From an optimization exercise on the open Yosys and OpenROAD flow, aimed at small area, a short achievable clock period and few clock cycles per item; shortcuts taken in it are not production practice. Only simulation tests tie the RTL to the original design; equivalence was not proved. Power figures rest on the tool's default switching activity, not on a simulated workload.

== amber ==
## md5Hasher
module md5Hasher (
	input logic clk,
	input logic rst,
	input logic psel,
	input logic penable,
	input logic pwrite,
	input md5Pkg::apbAddr paddr,
	input md5Pkg::md5Word pwdata,
	output md5Pkg::md5Word prdata,
	output logic pready,
	output logic pslverr
);
Size: ~3,500 cells after synthesis, about 500 flip-flops, roughly 79 I/O pins, about 32,000 µm² of cells after synthesis.
clock: 10.0 ns
lec_check: 0
cap_margin: 20
core_margin: 2
core_utilization: 40
place_density: 0.6
setup_slack_margin: 4
slew_margin: 20
run.sh (not shown) runs the stock make flow with config.mk's settings and CLKGATE_MAP_FILE= SYNTH_SCRIPT=/design/flow/synth_recipe.tcl, a recipe that flattens the netlist after the stock synthesis.
Testbench counts of amber, summed over its fixed seeds: cycles 30,800, items 384.
diff inputs: amber => juniper
-- flow/design.v --
<<< amber, line 111
	output logic isLoad,
	output logic isStep,
	output logic [1:0] rotCoarse,
	output logic [1:0] rotFine
>>> juniper, line 111
	output logic isLoad,
	output logic isStep,
	output logic [3:0] roundSel,
	output logic [1:0] rotCoarse,
	output logic [1:0] rotFine
<<< amber, line 159
		isLoad <= start && !rst;
		isStep <= busy && !rst && !cyc[6];
		rotCoarse <= cyc[1:0];
		rotFine <= fine;
>>> juniper, line 160
		isLoad <= start && !rst;
		isStep <= busy && !rst && !cyc[6];
		roundSel <= 4'b0001 << cyc[5:4];
		rotCoarse <= cyc[1:0];
		rotFine <= fine;
<<< amber, line 232
	input logic isLoad,
	input logic isStep,
	input logic [1:0] rotCoarse,
	input logic [1:0] rotFine,
>>> juniper, line 234
	input logic isLoad,
	input logic isStep,
	input logic [3:0] roundSel,
	input logic [1:0] rotCoarse,
	input logic [1:0] rotFine,
<<< amber, line 244
	md5Pkg::md5Word dReg;
	md5Pkg::md5Word pReg;
	md5Pkg::md5Word xReg;
	md5Pkg::md5Word yReg;
	md5Pkg::md5Word xNext;
	md5Pkg::md5Word yNext;
	md5Pkg::md5Word funcVal;
	md5Pkg::md5Word stepSum;
>>> juniper, line 247
	md5Pkg::md5Word dReg;
	md5Pkg::md5Word pReg;
	md5Pkg::md5Word funcVal;
	md5Pkg::md5Word stepSum;
<<< amber, line 256
	md5Pkg::md5Word dOp;
	md5Pkg::md5Word nextP;
	always_comb begin
		case (cyc[5:4])
			2'd0: begin
				xNext = bReg;
				yNext = cReg;
			end
			2'd1: begin
				xNext = bReg | cReg;
				yNext = bReg & ~cReg;
			end
			2'd2: begin
				xNext = ~(bReg ^ cReg);
				yNext = bReg ^ cReg;
			end
			default: begin
				xNext = ~bReg;
				yNext = ~(bReg ^ cReg);
			end
		endcase
	end
	always_ff @(posedge clk) begin
		if (isLoad) begin
			xReg <= md5Pkg::initC;
			yReg <= md5Pkg::initD;
		end else begin
			xReg <= xNext;
			yReg <= yNext;
		end
	end
	assign funcVal = (bReg & xReg) | (~bReg & yReg);
	assign stepSum = funcVal + pReg;
	always_comb begin
>>> juniper, line 255
	md5Pkg::md5Word dOp;
	md5Pkg::md5Word nextP;
	assign funcVal = ({32{roundSel[0]}} & ((bReg & cReg) | (~bReg & dReg)))
		| ({32{roundSel[1]}} & ((bReg & dReg) | (cReg & ~dReg)))
		| ({32{roundSel[2]}} & (bReg ^ cReg ^ dReg))
		| ({32{roundSel[3]}} & (cReg ^ (bReg | ~dReg)));
	assign stepSum = funcVal + pReg;
	always_comb begin
<<< amber, line 451
	logic isLoad;
	logic isStep;
	logic [1:0] rotCoarse;
	logic [1:0] rotFine;
>>> juniper, line 424
	logic isLoad;
	logic isStep;
	logic [3:0] roundSel;
	logic [1:0] rotCoarse;
	logic [1:0] rotFine;
<<< amber, line 486
		.isLoad(isLoad),
		.isStep(isStep),
		.rotCoarse(rotCoarse),
		.rotFine(rotFine)
>>> juniper, line 460
		.isLoad(isLoad),
		.isStep(isStep),
		.roundSel(roundSel),
		.rotCoarse(rotCoarse),
		.rotFine(rotFine)
<<< amber, line 505
		.isLoad(isLoad),
		.isStep(isStep),
		.rotCoarse(rotCoarse),
		.rotFine(rotFine),
>>> juniper, line 480
		.isLoad(isLoad),
		.isStep(isStep),
		.roundSel(roundSel),
		.rotCoarse(rotCoarse),
		.rotFine(rotFine),
==> results.txt <==
Re sequential fraction of total cell area: juniper is 1.8 points down on amber.
Looking at fraction of power consumed by combinational cells across juniper and amber, the one that comes out higher is amber.
Comparing juniper and amber, multi-input gate share of the layout cell area is higher on juniper.
Final period demand of the worst path was lower in the run labelled amber.
juniper reports its most common cell after layout, fill and taps aside as nor2_1 while amber reports nand2_1.
In the flow results for juniper and amber, the final design area excluding fillers is larger on amber.
juniper vs amber on portion of total power attributed to the clock network: juniper is the higher one.
Final net count sits lower in juniper than in amber.
Against amber, juniper comes in 21% higher on wire length on met3.
Comparing met3 layer usage reported by global route for juniper and amber, the bigger number came from juniper.
In the metrics for juniper and amber, the one carrying the lower part of the Yosys area used for sequential elements is juniper.
Testbench counts of juniper, summed over its fixed seeds: cycles 30,800, items 384.

-- what the ideal ports hide --
Ports are ideal in the flow. The routed layouts listed here were re-timed in OpenROAD.
Step 1: set_driving_cell puts a clkbuf_16 on clk and a buf_2 on each other input, an assumption about the parent block.
Step 2 also shifts input and output timing later by t, the mid clock arrival at the registers, as if the neighbouring blocks saw the same clock.
a / b / c = ideal / step 1 / step 2; a / b = the first two.
run | shift t [ns] | setup WS [ns] | hold slack, ns | worst slew at a driven data input, ns
amber | 0.671 | 3.542 / 3.542 / 3.542 | 0.500 / 0.500 / 0.500 | 0.05
juniper | 0.669 | 3.170 / 3.170 / 3.170 | 0.489 / 0.489 / 0.489 | 0.06
After both steps every run listed still meets setup and hold.
